Source: an optimization exercise on an open RTL-to-GDS flow (aim: small area and a short achievable clock period). Production flows keep margins and buffers that such runs may drop. Where RTL was checked, it was by simulation tests only, not by an equivalence proof against the original. No activity file was given, so power comes from the tool's default toggle rates.

==> run P <==
==> flow/design.v <==
`timescale 1ns/1ns
package exe_pkg;
    localparam int xlen = 64;
    localparam int ilen = 32;
    localparam int reg_idx_w = 5;
    localparam int shamt_w = 6;
    localparam logic [6:0] opcode_system = 7'b1110011;
    typedef logic [xlen-1:0] data_t;
    typedef logic [ilen-1:0] inst_t;
    typedef logic [reg_idx_w-1:0] reg_idx_t;
    typedef enum logic [3:0] {
        alu_add, alu_sub, alu_and, alu_or, alu_xor,
        alu_slt, alu_sltu, alu_sll, alu_srl, alu_sra
    } alu_op_t;
    typedef enum logic [2:0] {
        cmp_none, cmp_eq, cmp_ne, cmp_lt, cmp_ge, cmp_ltu, cmp_geu
    } cmp_op_t;
    typedef enum logic [1:0] {
        asel_zero, asel_rs1, asel_pc
    } alu_asel_t;
    typedef enum logic [1:0] {
        bsel_zero, bsel_rs2, bsel_imm
    } alu_bsel_t;
    typedef enum logic [1:0] {
        csr_add, csr_or, csr_andnot
    } csr_op_t;
    typedef enum logic {
        csr_asel_zero, csr_asel_csr
    } csr_asel_t;
    typedef enum logic [1:0] {
        csr_bsel_zero, csr_bsel_rs1, csr_bsel_uimm
    } csr_bsel_t;
    typedef struct packed {
        alu_op_t   alu_op;
        cmp_op_t   cmp_op;
        alu_asel_t alu_asel;
        alu_bsel_t alu_bsel;
        csr_op_t   csr_op;
        csr_asel_t csr_asel;
        csr_bsel_t csr_bsel;
        logic      npc_sel;
        reg_idx_t  rd;
        logic      we_reg;
    } exe_ctrl_t;
endpackage
`timescale 1ns/1ns
module pfx_add #(
    parameter int W = 64,
    parameter int KIND = 0
) (
    input  logic [W-1:0] a,
    input  logic [W-1:0] b,
    input  logic         cin,
    output logic [W-1:0] sum,
    output logic [W-1:0] p_o,
    output logic [W-1:0] g_o,
    output logic         cout
);
    localparam int L = 6;
    logic [W-1:0] p0, g0;
    logic [W-1:0] gg [0:2*L+1];
    logic [W-1:0] pp [0:2*L+1];
    assign p0 = a ^ b;
    assign g0 = a & b;
    assign p_o = p0;
    assign g_o = g0;
    always_comb begin
        gg[0] = g0;
        pp[0] = p0;
        gg[0][0] = g0[0] | (p0[0] & cin);
    end
    genvar l, i;
    generate
        if (KIND == 0) begin : g_sk
            for (l = 0; l < L; l++) begin : lv
                for (i = 0; i < W; i++) begin : bt
                    if ((i >> l) & 1) begin : op
                        localparam int J = ((i >> l) << l) - 1;
                        assign gg[l+1][i] = gg[l][i] | (pp[l][i] & gg[l][J]);
                        assign pp[l+1][i] = pp[l][i] & pp[l][J];
                    end else begin : pass
                        assign gg[l+1][i] = gg[l][i];
                        assign pp[l+1][i] = pp[l][i];
                    end
                end
            end
            for (i = 0; i < W; i++) begin : fin
                assign gg[2*L+1][i] = gg[L][i];
            end
        end else if (KIND == 2) begin : g_ks
            for (l = 0; l < L; l++) begin : lv
                for (i = 0; i < W; i++) begin : bt
                    if (i >= (1 << l)) begin : op
                        assign gg[l+1][i] = gg[l][i] | (pp[l][i] & gg[l][i-(1<<l)]);
                        assign pp[l+1][i] = pp[l][i] & pp[l][i-(1<<l)];
                    end else begin : pass
                        assign gg[l+1][i] = gg[l][i];
                        assign pp[l+1][i] = pp[l][i];
                    end
                end
            end
            for (i = 0; i < W; i++) begin : fin
                assign gg[2*L+1][i] = gg[L][i];
            end
        end else if (KIND == 3) begin : g_hc
            for (i = 0; i < W; i++) begin : l0
                if (i % 2 == 1) begin : op
                    assign gg[1][i] = gg[0][i] | (pp[0][i] & gg[0][i-1]);
                    assign pp[1][i] = pp[0][i] & pp[0][i-1];
                end else begin : pass
                    assign gg[1][i] = gg[0][i];
                    assign pp[1][i] = pp[0][i];
                end
            end
            for (l = 1; l < L; l++) begin : lv
                for (i = 0; i < W; i++) begin : bt
                    if (i % 2 == 1 && i >= (1 << l) + 1) begin : op
                        assign gg[l+1][i] = gg[l][i] | (pp[l][i] & gg[l][i-(1<<l)]);
                        assign pp[l+1][i] = pp[l][i] & pp[l][i-(1<<l)];
                    end else begin : pass
                        assign gg[l+1][i] = gg[l][i];
                        assign pp[l+1][i] = pp[l][i];
                    end
                end
            end
            for (i = 0; i < W; i++) begin : fin
                if (i % 2 == 0 && i > 0) begin : op
                    assign gg[2*L+1][i] = gg[L][i] | (pp[L][i] & gg[L][i-1]);
                end else begin : pass
                    assign gg[2*L+1][i] = gg[L][i];
                end
            end
        end else begin : g_bk
            for (l = 0; l < L; l++) begin : up
                for (i = 0; i < W; i++) begin : bt
                    if ((i + 1) % (2 << l) == 0) begin : op
                        assign gg[l+1][i] = gg[l][i] | (pp[l][i] & gg[l][i-(1<<l)]);
                        assign pp[l+1][i] = pp[l][i] & pp[l][i-(1<<l)];
                    end else begin : pass
                        assign gg[l+1][i] = gg[l][i];
                        assign pp[l+1][i] = pp[l][i];
                    end
                end
            end
            for (l = L - 2; l >= 0; l--) begin : dn
                for (i = 0; i < W; i++) begin : bt
                    if ((i + 1) % (2 << l) == (1 << l) && i >= (2 << l)) begin : op
                        assign gg[2*L-1-l][i] = gg[2*L-2-l][i] | (pp[2*L-2-l][i] & gg[2*L-2-l][i-(1<<l)]);
                        assign pp[2*L-1-l][i] = pp[2*L-2-l][i] & pp[2*L-2-l][i-(1<<l)];
                    end else begin : pass
                        assign gg[2*L-1-l][i] = gg[2*L-2-l][i];
                        assign pp[2*L-1-l][i] = pp[2*L-2-l][i];
                    end
                end
            end
            for (i = 0; i < W; i++) begin : fin
                assign gg[2*L+1][i] = gg[2*L-1][i];
            end
        end
    endgenerate
    assign sum  = p0 ^ {gg[2*L+1][W-2:0], cin};
    assign cout = gg[2*L+1][W-1];
endmodule
module cmp_tree #(
    parameter int W = 64
) (
    input  logic [W-1:0] a,
    input  logic [W-1:0] b,
    output logic         geu,
    output logic         eq
);
    localparam int L = 6;
    logic [W-1:0] gg [0:L];
    logic [W-1:0] pp [0:L];
    always_comb begin
        gg[0] = a & ~b;
        pp[0] = ~(a ^ b);
        gg[0][0] = a[0] | ~b[0];
    end
    genvar l, i;
    generate
        for (l = 0; l < L; l++) begin : lv
            for (i = 0; i < (W >> (l + 1)); i++) begin : nd
                assign gg[l+1][i] = gg[l][2*i+1] | (pp[l][2*i+1] & gg[l][2*i]);
                assign pp[l+1][i] = pp[l][2*i+1] & pp[l][2*i];
            end
            if (l < L) begin : pad
                assign gg[l+1][W-1:(W >> (l + 1))] = '0;
                assign pp[l+1][W-1:(W >> (l + 1))] = '0;
            end
        end
    endgenerate
    assign geu = gg[L][0];
    assign eq  = pp[L][0];
endmodule
module int_exec #(
    parameter int ADD_KIND = 0
) (
    input  exe_pkg::data_t     pc,
    input  exe_pkg::data_t     rs1_data,
    input  exe_pkg::data_t     rs2_data,
    input  exe_pkg::data_t     imm,
    input  logic [3:0]         alu_op,
    input  logic [1:0]         asel,
    input  logic [1:0]         bsel,
    input  logic [2:0]         cmp_op,
    output exe_pkg::data_t     alu_res,
    output logic               br_taken
);
    exe_pkg::data_t a, b, bx, sum, p, g, shin, shr, shl;
    logic sub, cout, left, fill, lt;
    logic [5:0] sh;
    logic geu, eq, bgeu, blt;
    assign a  = ({64{asel[0]}} & rs1_data) | ({64{asel[1]}} & pc);
    assign b  = ({64{bsel[0]}} & rs2_data) | ({64{bsel[1]}} & imm);
    assign sub = (alu_op == 4'd1) || (alu_op == 4'd5) || (alu_op == 4'd6);
    assign bx = b ^ {64{sub}};
    pfx_add #(.W(64), .KIND(ADD_KIND)) add_i (
        .a(a), .b(bx), .cin(sub), .sum(sum), .p_o(p), .g_o(g), .cout(cout)
    );
    assign lt = (alu_op == 4'd5) ? (~cout ^ a[63] ^ b[63]) : ~cout;
    assign sh   = b[5:0];
    assign left = (alu_op == 4'd7);
    assign fill = (alu_op == 4'd9) & a[63];
    always_comb begin
        for (int k = 0; k < 64; k++) shin[k] = left ? a[63-k] : a[k];
    end
    assign shr = exe_pkg::data_t'($signed({fill, shin}) >>> sh);
    always_comb begin
        for (int k = 0; k < 64; k++) shl[k] = shr[63-k];
    end
    always_comb begin
        casez (alu_op)
            4'b000?: alu_res = sum;
            4'b0010: alu_res = g;
            4'b0011: alu_res = p | g;
            4'b0100: alu_res = p;
            4'b0101,
            4'b0110: alu_res = {63'd0, lt};
            4'b0111: alu_res = shl;
            default: alu_res = shr;
        endcase
    end
    cmp_tree #(.W(64)) cmp_i (.a(rs1_data), .b(rs2_data), .geu(geu), .eq(eq));
    assign bgeu = geu;
    assign blt  = ~geu ^ rs1_data[63] ^ rs2_data[63];
    always_comb begin
        case (cmp_op)
            3'd1:    br_taken = eq;
            3'd2:    br_taken = ~eq;
            3'd3:    br_taken = blt;
            3'd4:    br_taken = ~blt;
            3'd5:    br_taken = ~bgeu;
            3'd0:    br_taken = 1'b0;
            default: br_taken = bgeu;
        endcase
    end
endmodule
`timescale 1ns/1ns
module csr_exec #(
    parameter int ADD_KIND = 1
) (
    input  exe_pkg::inst_t     inst,
    input  exe_pkg::data_t     rs1_data,
    input  exe_pkg::data_t     csr_val,
    input  logic [1:0]         csr_op,
    input  logic               csr_asel,
    input  logic [1:0]         csr_bsel,
    output exe_pkg::data_t     csr_res
);
    exe_pkg::data_t ca, cb, sum, p, g;
    logic cout;
    assign ca = {64{csr_asel}} & csr_val;
    assign cb = ({64{csr_bsel[0]}} & rs1_data) | ({64{csr_bsel[1]}} & {59'd0, inst[19:15]});
    pfx_add #(.W(64), .KIND(ADD_KIND)) add_i (
        .a(ca), .b(cb), .cin(1'b0), .sum(sum), .p_o(p), .g_o(g), .cout(cout)
    );
    always_comb begin
        case (csr_op)
            2'd0:    csr_res = sum;
            2'd1:    csr_res = p | g;
            default: csr_res = ca & ~cb;
        endcase
    end
endmodule
`timescale 1ns/1ns
module exe_commit (
    input  logic                clk,
    input  logic                rst,
    input  logic                in_valid,
    input  logic                hold,
    input  logic                flush,
    input  exe_pkg::data_t      pc,
    input  exe_pkg::inst_t      inst,
    input  logic                npc_sel,
    input  logic [4:0]          rd,
    input  logic                we_reg,
    input  exe_pkg::data_t      alu_res,
    input  exe_pkg::data_t      csr_res,
    input  exe_pkg::data_t      csr_val,
    input  logic                br_taken,
    output logic                out_valid,
    output logic                out_redirect,
    output logic                out_we_reg,
    output exe_pkg::reg_idx_t   out_rd,
    output exe_pkg::data_t      out_pc,
    output exe_pkg::data_t      out_result,
    output exe_pkg::data_t      out_csr_result,
    output exe_pkg::data_t      out_npc
);
    logic           is_csr;
    logic           redirect;
    logic [61:0]    pc_inc;
    assign is_csr = (inst[6:0] == exe_pkg::opcode_system) && (inst[14:12] != 3'b000);
    assign redirect = npc_sel | br_taken;
    assign pc_inc   = pc[63:2] + 62'd1;
    logic keep, load, ld_alu_r, ld_csr_r, ld_red, ld_inc;
    assign keep = hold & ~rst & ~flush;
    assign load = ~hold & in_valid & ~rst & ~flush;
    assign ld_csr_r = load & is_csr;
    assign ld_alu_r = load & ~is_csr;
    assign ld_red   = load & redirect;
    assign ld_inc   = load & ~redirect;
    always_ff @(posedge clk) begin
        out_valid      <= (out_valid & keep) | load;
        out_redirect   <= (out_redirect & keep) | ld_red;
        out_we_reg     <= (out_we_reg & keep) | (we_reg & load);
        out_rd         <= (out_rd & {5{keep}}) | (rd & {5{load}});
        out_pc         <= (out_pc & {64{keep}}) | (pc & {64{load}});
        out_result     <= (out_result & {64{keep}}) | (csr_val & {64{ld_csr_r}})
                          | (alu_res & {64{ld_alu_r}});
        out_csr_result <= (out_csr_result & {64{keep}}) | (csr_res & {64{load}});
        out_npc        <= (out_npc & {64{keep}}) | (alu_res & {64{ld_red}})
                          | ({pc_inc, pc[1:0]} & {64{ld_inc}});
    end
endmodule
`timescale 1ns/1ns
module exe_stage (
    input  logic        clk,
    input  logic        rst,
    input  logic        in_valid,
    input  logic        hold,
    input  logic        flush,
    input  logic [63:0] pc,
    input  logic [31:0] inst,
    input  logic [63:0] rs1_data,
    input  logic [63:0] rs2_data,
    input  logic [63:0] imm,
    input  logic [63:0] csr_val,
    input  logic [22:0] ctrl,
    output logic        out_valid,
    output logic        out_redirect,
    output logic        out_we_reg,
    output logic [4:0]  out_rd,
    output logic [63:0] out_pc,
    output logic [63:0] out_result,
    output logic [63:0] out_csr_result,
    output logic [63:0] out_npc
);
    exe_pkg::exe_ctrl_t ctrl_s;
    exe_pkg::data_t     alu_res;
    exe_pkg::data_t     csr_res;
    logic               br_taken;
    assign ctrl_s = exe_pkg::exe_ctrl_t'(ctrl);
    int_exec int_exec_i (
        .pc       (pc),
        .rs1_data (rs1_data),
        .rs2_data (rs2_data),
        .imm      (imm),
        .alu_op   (ctrl[22:19]),
        .asel     (ctrl[15:14]),
        .bsel     (ctrl[13:12]),
        .cmp_op   (ctrl[18:16]),
        .alu_res  (alu_res),
        .br_taken (br_taken)
    );
    csr_exec csr_exec_i (
        .inst     (inst),
        .rs1_data (rs1_data),
        .csr_val  (csr_val),
        .csr_op   (ctrl[11:10]),
        .csr_asel (ctrl[9]),
        .csr_bsel (ctrl[8:7]),
        .csr_res  (csr_res)
    );
    exe_commit exe_commit_i (
        .clk            (clk),
        .rst            (rst),
        .in_valid       (in_valid),
        .hold           (hold),
        .flush          (flush),
        .pc             (pc),
        .inst           (inst),
        .npc_sel        (ctrl_s.npc_sel),
        .rd             (ctrl_s.rd),
        .we_reg         (ctrl_s.we_reg),
        .alu_res        (alu_res),
        .csr_res        (csr_res),
        .csr_val        (csr_val),
        .br_taken       (br_taken),
        .out_valid      (out_valid),
        .out_redirect   (out_redirect),
        .out_we_reg     (out_we_reg),
        .out_rd         (out_rd),
        .out_pc         (out_pc),
        .out_result     (out_result),
        .out_csr_result (out_csr_result),
        .out_npc        (out_npc)
    );
endmodule
==> flow/flow/run.sh <==
#!/bin/bash
# Standard ORFS layout (the standard.sh), with the port buffers made of
# sky130_fd_sc_hd__buf_1 instead of the default delay buffer.
set -euo pipefail
cd "$(dirname "$0")/.."
bash standard.sh "BUFFER_PORTS_ARGS=-buffer_cell sky130_fd_sc_hd__buf_1" finish > make_finish.log 2>&1
==> flow/standard.sh <==
#!/bin/bash
# synth_recipe.tcl (not shown) runs the flow's synth.tcl, then flattens the netlist and writes it again
# the make line also repeats each setting of config.mk as NAME=value (left out here)
make -C /OpenROAD-flow-scripts/flow DESIGN_CONFIG=/design/flow/config.mk WORK_HOME=/design/flow/orfs CLKGATE_MAP_FILE= SYNTH_SCRIPT=/design/flow/synth_recipe.tcl "${@:-finish}"
==> flow/config.mk <==
export PLATFORM = sky130hd
export DESIGN_NAME = exe_stage
export DESIGN_NICKNAME = exe_stage
export VERILOG_FILES = /design/flow/design.v
export SDC_FILE = /design/flow/constraint.sdc
export NUM_CORES = 4
export LEC_CHECK = 0
export ABC_AREA = 1
export CAP_MARGIN = 20
export CORE_MARGIN = 2
export CORE_UTILIZATION = 45
export SETUP_SLACK_MARGIN = 3.5
export SLEW_MARGIN = 20
export TNS_END_PERCENT = 0
==> flow/constraint.sdc <==
create_clock -name core_clock -period 7.0 [get_ports {clk}]
set_input_delay 1.4000 -clock core_clock [delete_from_list [all_inputs] [get_ports {clk}]]
set_output_delay 1.4000 -clock core_clock [all_outputs]
set_load 0.01 [all_outputs]
==> inputs of run Y, as changes to run P <==
--- a/flow/design.v
+++ b/flow/design.v
@@ -58,3 +58,3 @@
 );
-    localparam int L = 6;
+    localparam int L = $clog2(W);
     logic [W-1:0] p0, g0;
@@ -171,3 +171,3 @@
 );
-    localparam int L = 6;
+    localparam int L = $clog2(W);
     logic [W-1:0] gg [0:L];
@@ -312,24 +312,30 @@
     logic           redirect;
+    exe_pkg::data_t result;
+    exe_pkg::data_t npc;
     logic [61:0]    pc_inc;
     assign is_csr = (inst[6:0] == exe_pkg::opcode_system) && (inst[14:12] != 3'b000);
+    assign result   = is_csr ? csr_val : alu_res;
     assign redirect = npc_sel | br_taken;
     assign pc_inc   = pc[63:2] + 62'd1;
-    logic keep, load, ld_alu_r, ld_csr_r, ld_red, ld_inc;
-    assign keep = hold & ~rst & ~flush;
-    assign load = ~hold & in_valid & ~rst & ~flush;
-    assign ld_csr_r = load & is_csr;
-    assign ld_alu_r = load & ~is_csr;
-    assign ld_red   = load & redirect;
-    assign ld_inc   = load & ~redirect;
+    assign npc      = redirect ? alu_res : {pc_inc, pc[1:0]};
     always_ff @(posedge clk) begin
-        out_valid      <= (out_valid & keep) | load;
-        out_redirect   <= (out_redirect & keep) | ld_red;
-        out_we_reg     <= (out_we_reg & keep) | (we_reg & load);
-        out_rd         <= (out_rd & {5{keep}}) | (rd & {5{load}});
-        out_pc         <= (out_pc & {64{keep}}) | (pc & {64{load}});
-        out_result     <= (out_result & {64{keep}}) | (csr_val & {64{ld_csr_r}})
-                          | (alu_res & {64{ld_alu_r}});
-        out_csr_result <= (out_csr_result & {64{keep}}) | (csr_res & {64{load}});
-        out_npc        <= (out_npc & {64{keep}}) | (alu_res & {64{ld_red}})
-                          | ({pc_inc, pc[1:0]} & {64{ld_inc}});
+        if (rst || flush || (!hold && !in_valid)) begin
+            out_valid      <= 1'b0;
+            out_redirect   <= 1'b0;
+            out_we_reg     <= 1'b0;
+            out_rd         <= '0;
+            out_pc         <= '0;
+            out_result     <= '0;
+            out_csr_result <= '0;
+            out_npc        <= '0;
+        end else if (!hold) begin
+            out_valid      <= 1'b1;
+            out_redirect   <= redirect;
+            out_we_reg     <= we_reg;
+            out_rd         <= rd;
+            out_pc         <= pc;
+            out_result     <= result;
+            out_csr_result <= csr_res;
+            out_npc        <= npc;
+        end
     end
==> flow/run.sh (new file) <==
#!/bin/bash
# synth_recipe.tcl (not shown) runs the flow's synth.tcl, then flattens the netlist and writes it again
# the make line also repeats each setting of config.mk as NAME=value (left out here)
make -C /OpenROAD-flow-scripts/flow DESIGN_CONFIG=/design/flow/config.mk WORK_HOME=/design/flow/orfs CLKGATE_MAP_FILE= SYNTH_SCRIPT=/design/flow/synth_recipe.tcl finish
--- a/flow/config.mk
+++ b/flow/config.mk
@@ -7,8 +7,5 @@
 export LEC_CHECK = 0
-export ABC_AREA = 1
 export CAP_MARGIN = 20
 export CORE_MARGIN = 2
-export CORE_UTILIZATION = 45
-export SETUP_SLACK_MARGIN = 3.5
+export CORE_UTILIZATION = 30
 export SLEW_MARGIN = 20
-export TNS_END_PERCENT = 0
removed: flow/flow/run.sh
removed: flow/standard.sh
==> notes.md <==
- Between run P and run Y, the lower area after synthesis is in run Y (gap about 0.8%, measured against run Y).
- Between run P and run Y, the lower worst setup slack is in run Y (gap 2.1 ns).
- Flip-flop and latch count is the same in run P and run Y.
- Between run Y and run P, the lower total power is in run P (gap about 7%, measured against run P).
- Of run P and run Y, run P has the higher final cell count (gap about 8%, measured against run Y).
- In clock skew, run P and run Y do not differ.
- Of run Y and run P, run P has the higher core utilization (gap 14 points).
- Against run Y, the final area of run P is smaller by 8.8%.
- Of run Y and run P, run P has the higher clock power (gap about 2%, measured against run P).
- Sequential power is about the same in run Y and run P.
==> figures <==
quantity	run P	run Y
Worst R2R End	exe_commit_i.out_npc[43]$_DFF_P_	exe_commit_i.out_result[61]$_SDFFE_PP0N_
Vias in the first global route	40.0k	36.5k
Actual transition at the worst max-transition pin	1.06 ns	1.11 ns
Routed WL per cell	28.5 um	31.2 um
Total clock buffers created by CTS	34	30
Data required time of the worst path	7.50 ns	7.51 ns
Status	no timing/DRC/antenna violations	no timing/DRC/antenna violations
Starting DRC count in detailed routing	6867	5099
Number of antenna diodes	12	5
Cell type of the slowest stage on the worst timing path	a21oi_4	a2111oi_0
Normalized max-slew margin	29.2%	24.3%
Synth Area in XOR/XNOR	3.96%	4.89%
Final weighted congestion in routability-driven placement	1.21	1.06
Clock-cell share	2.70%	2.35%
Pin count of the biggest net entering global routing	102	147
Largest stage delay on the critical path	0.38 ns	0.96 ns
Dominant cell type by area after synthesis	nand2_1	dfxtp_1
Unique masters post-synth	64	94
Switching part of the total	46.8%	43.9%
Crit path to	exe_commit_i.out_npc[33]$_DFF_P_	exe_commit_i.out_npc[17]$_SDFFE_PP0N_
Die Span X	278 um	338 um
Only the layout flow was run in run Y; the RTL was not checked for function there.

## what the ideal ports hide
The flow's constraints put no driver on any port. The routed layouts listed below were extracted and timed again, unchanged, in two steps.
Step 1, drivers: a clkbuf_16 drives clk and a buf_2 each remaining input, both assumed.
Step 2, shift: input delay + t, output delay - t, t = (earliest + latest rising clock arrival at the registers) / 2. This alone moves slack from input paths to output paths.
a / b / c = ideal / step 1 / step 2; a / b = the first two.
| run | shift t [ns] | slack for setup (ns) | worst setup path after step 2 | worst slew at a driven data input, ns |
|---|---|---|---|---|
| run P | 0.645 | 2.625 / 2.536 / 1.891 | input to register | 0.23 |
| run Y | 0.697 | 0.484 / 0.521 / -0.176 | input to register | 0.19 |
Met with ideal ports but missed after step 2: setup timing in run Y. For run P, which loses most, drivers alone change the setup slack by -0.089 ns; drivers and shift together by -0.734 ns.
